Background: an optimization exercise with open tools, aiming at small area, a short achievable clock period and few clock cycles per item. Do not read the settings as production practice.
Only simulation tests tie the RTL to the original design; equivalence was not proved.

Design e_mdu, start of the top module:
module e_mdu (
  input  logic        clk,
  input  logic        reset,
  input  logic        start,
  input  logic [3:0]  md_op,
  input  logic [31:0] rs_val,
  input  logic [31:0] rt_val,
  output logic        busy,
  output logic [31:0] mu_result,
  output logic [31:0] hi,
  output logic [31:0] lo
);
Settings: LEC_CHECK=0, ABC_AREA=1, CAP_MARGIN=10, CORE_MARGIN=2, CORE_UTILIZATION=50, SLEW_MARGIN=10, SYNTH_HIERARCHICAL=1; clock period 110.0 ns.
standard.sh (not shown) runs the stock make flow with config.mk's settings and CLKGATE_MAP_FILE= SYNTH_SCRIPT=/design/flow/synth_recipe.tcl, a recipe that flattens the netlist after the stock synthesis.
==> flow/flow/run.sh <==
#!/bin/bash
# Standard layout, with every port buffered by the smallest plain buffer instead of the
# delay buffer that buffer_ports picks by default, and timing repair aiming for 65 ns of
# setup slack, so that it sizes up the md_op -> mu_result read path (the one path that
# sets the achieved period) instead of stopping at 0 ns.
set -e
export BUFFER_PORTS_ARGS="-buffer_cell sky130_fd_sc_hd__buf_1"
bash standard.sh SETUP_SLACK_MARGIN=65 finish > standard_flow.log 2>&1
Testbench counts at the start, summed over its fixed seeds: cycles 5,606, ops 4,000.
Next try:
==> flow/flow/run.sh (replaced) <==
#!/bin/bash
# Standard layout, with every port buffered by the smallest plain buffer instead of the
# delay buffer that buffer_ports picks by default, and timing repair aiming for 65.4 ns of
# setup slack, so that it sizes up the md_op -> mu_result read path (the one path that
# sets the achieved period) instead of stopping at 0 ns.
set -e
export BUFFER_PORTS_ARGS="-buffer_cell sky130_fd_sc_hd__buf_1"
bash standard.sh SETUP_SLACK_MARGIN=65.4 finish > standard_flow.log 2>&1
Settings changed: CAP_MARGIN 10 to 20, SLEW_MARGIN 10 to 20.
The changed run passed the timing, design-rule and antenna checks.
Non-clock buffer count goes up by 3.
Final area goes up slightly.
Clock-buffer cell count is unchanged.

* * *

Another version of the RTL of e_mdu (not shown whole).
For scale: roughly 110 flip-flops, ~170 I/O pins, ~0.039 mm^2 of cells after synthesis.
==> flow/config.mk <==
export PLATFORM = sky130hd
export DESIGN_NAME = e_mdu
export DESIGN_NICKNAME = e_mdu
export VERILOG_FILES = /design/flow/design.v
export SDC_FILE = /design/flow/constraint.sdc
export NUM_CORES = 4
export LEC_CHECK = 0
export ABC_AREA = 1
export CAP_MARGIN = 20
export CORE_MARGIN = 2
export CORE_UTILIZATION = 50
export SLEW_MARGIN = 20
export SYNTH_HIERARCHICAL = 1
==> flow/constraint.sdc <==
create_clock -name core_clock -period 110.0 [get_ports {clk}]
set_input_delay 22.0000 -clock core_clock [delete_from_list [all_inputs] [get_ports {clk}]]
set_output_delay 22.0000 -clock core_clock [all_outputs]
set_load 0.01 [all_outputs]
==> flow/flow/run.sh <==
#!/bin/bash
# Standard layout, with every port buffered by the smallest plain buffer instead of the
# delay buffer that buffer_ports picks by default.
set -e
export BUFFER_PORTS_ARGS="-buffer_cell sky130_fd_sc_hd__buf_1"
bash standard.sh > standard_flow.log 2>&1
Testbench counts at the start, summed over its fixed seeds: cycles 5,606, ops 4,000.
Edit:
==> flow/flow/run.sh (replaced) <==
#!/bin/bash
# Standard layout, with every port buffered by the smallest plain buffer instead of the
# delay buffer that buffer_ports picks by default, and timing repair aiming for 65 ns of
# setup slack, so that it sizes up the md_op -> mu_result read path (the one path that
# sets the achieved period) instead of stopping at 0 ns.
set -e
export BUFFER_PORTS_ARGS="-buffer_cell sky130_fd_sc_hd__buf_1"
bash standard.sh SETUP_SLACK_MARGIN=65 finish > standard_flow.log 2>&1
Result: The changed run finished clean. Non-clock buffer count went up by 4. Setup slack gets better by 0.77 ns.

* * *

e_mdu, a different RTL version from the one above (not shown whole).
Size: ~4,600 cells after synthesis, ~110 flip-flops.
export LEC_CHECK = 0
export ABC_AREA = 1
export CAP_MARGIN = 20
export CORE_MARGIN = 2
export CORE_UTILIZATION = 50
export SLEW_MARGIN = 20
export SYNTH_HIERARCHICAL = 1
create_clock -name core_clock -period 110.0 [get_ports {clk}]
==> flow/flow/run.sh <==
#!/bin/bash
# Standard layout, with every port buffered by the smallest plain buffer instead of the
# delay buffer that buffer_ports picks by default, and timing repair aiming for 65.4 ns of
# setup slack, so that it sizes up the md_op -> mu_result read path (the one path that
# sets the achieved period) instead of stopping at 0 ns.
set -e
export BUFFER_PORTS_ARGS="-buffer_cell sky130_fd_sc_hd__buf_1"
bash standard.sh SETUP_SLACK_MARGIN=65.4 finish > standard_flow.log 2>&1
Testbench counts at the start, summed over its fixed seeds: cycles 5,606, ops 4,000.
Next try:
--- a/flow/flow/run.sh
+++ b/flow/flow/run.sh
@@ -3 +3 @@
-# delay buffer that buffer_ports picks by default, and timing repair aiming for 65.4 ns of
+# delay buffer that buffer_ports picks by default, and timing repair aiming for 65 ns of
@@ -8 +8 @@
-bash standard.sh SETUP_SLACK_MARGIN=65.4 finish > standard_flow.log 2>&1
+bash standard.sh SETUP_SLACK_MARGIN=65 finish > standard_flow.log 2>&1
Result:
- The changed run completed with no timing, DRC or antenna violations
- wire length shrinks by 2.3%
- utilization shrinks by 1.0 points
- global-route usage shrinks by 1.4 points
- non-clock buffer count shrinks by 22

## afterwards: timing with drivers on the ports
Ports are ideal in the flow. The routed layouts listed here were re-timed in OpenROAD. Step 1: set_driving_cell puts a clkbuf_16 on clk and a buf_2 on each other input, an assumption about the parent block. Step 2 times the ports against the registers' clock, not the clock port: input delays grow and output delays shrink by t, the midpoint of the rising clock arrivals with the driver on. Three values: ideal, step 1, step 2; two values: the first two.
| run | t (ns) | slack for setup (ns) | worst setup path at the end | worst slew at a driven data input, ns |
|---|---|---|---|---|
| the first run of note 1 | 0.441 | 64.980 / 64.954 / 64.954 | input to output | 0.13 |
| the second run of note 1 | 0.438 | 65.153 / 65.095 / 65.095 | input to output | 0.11 |
| the first run of note 2 | 0.446 | 64.222 / 64.190 / 64.190 | input to output | 0.05 |
| the second run of note 2 | 0.444 | 64.993 / 64.961 / 64.961 | input to output | 0.05 |
| the first run of note 3 | 0.446 | 65.113 / 65.064 / 65.064 | input to output | 0.07 |
| the second run of note 3 | 0.450 | 65.004 / 64.974 / 64.974 | input to output | 0.13 |
After both steps setup and hold are still met in every run listed. For the second run of note 1, which loses most, drivers alone change the setup slack by -0.058 ns; drivers and shift together by -0.058 ns.
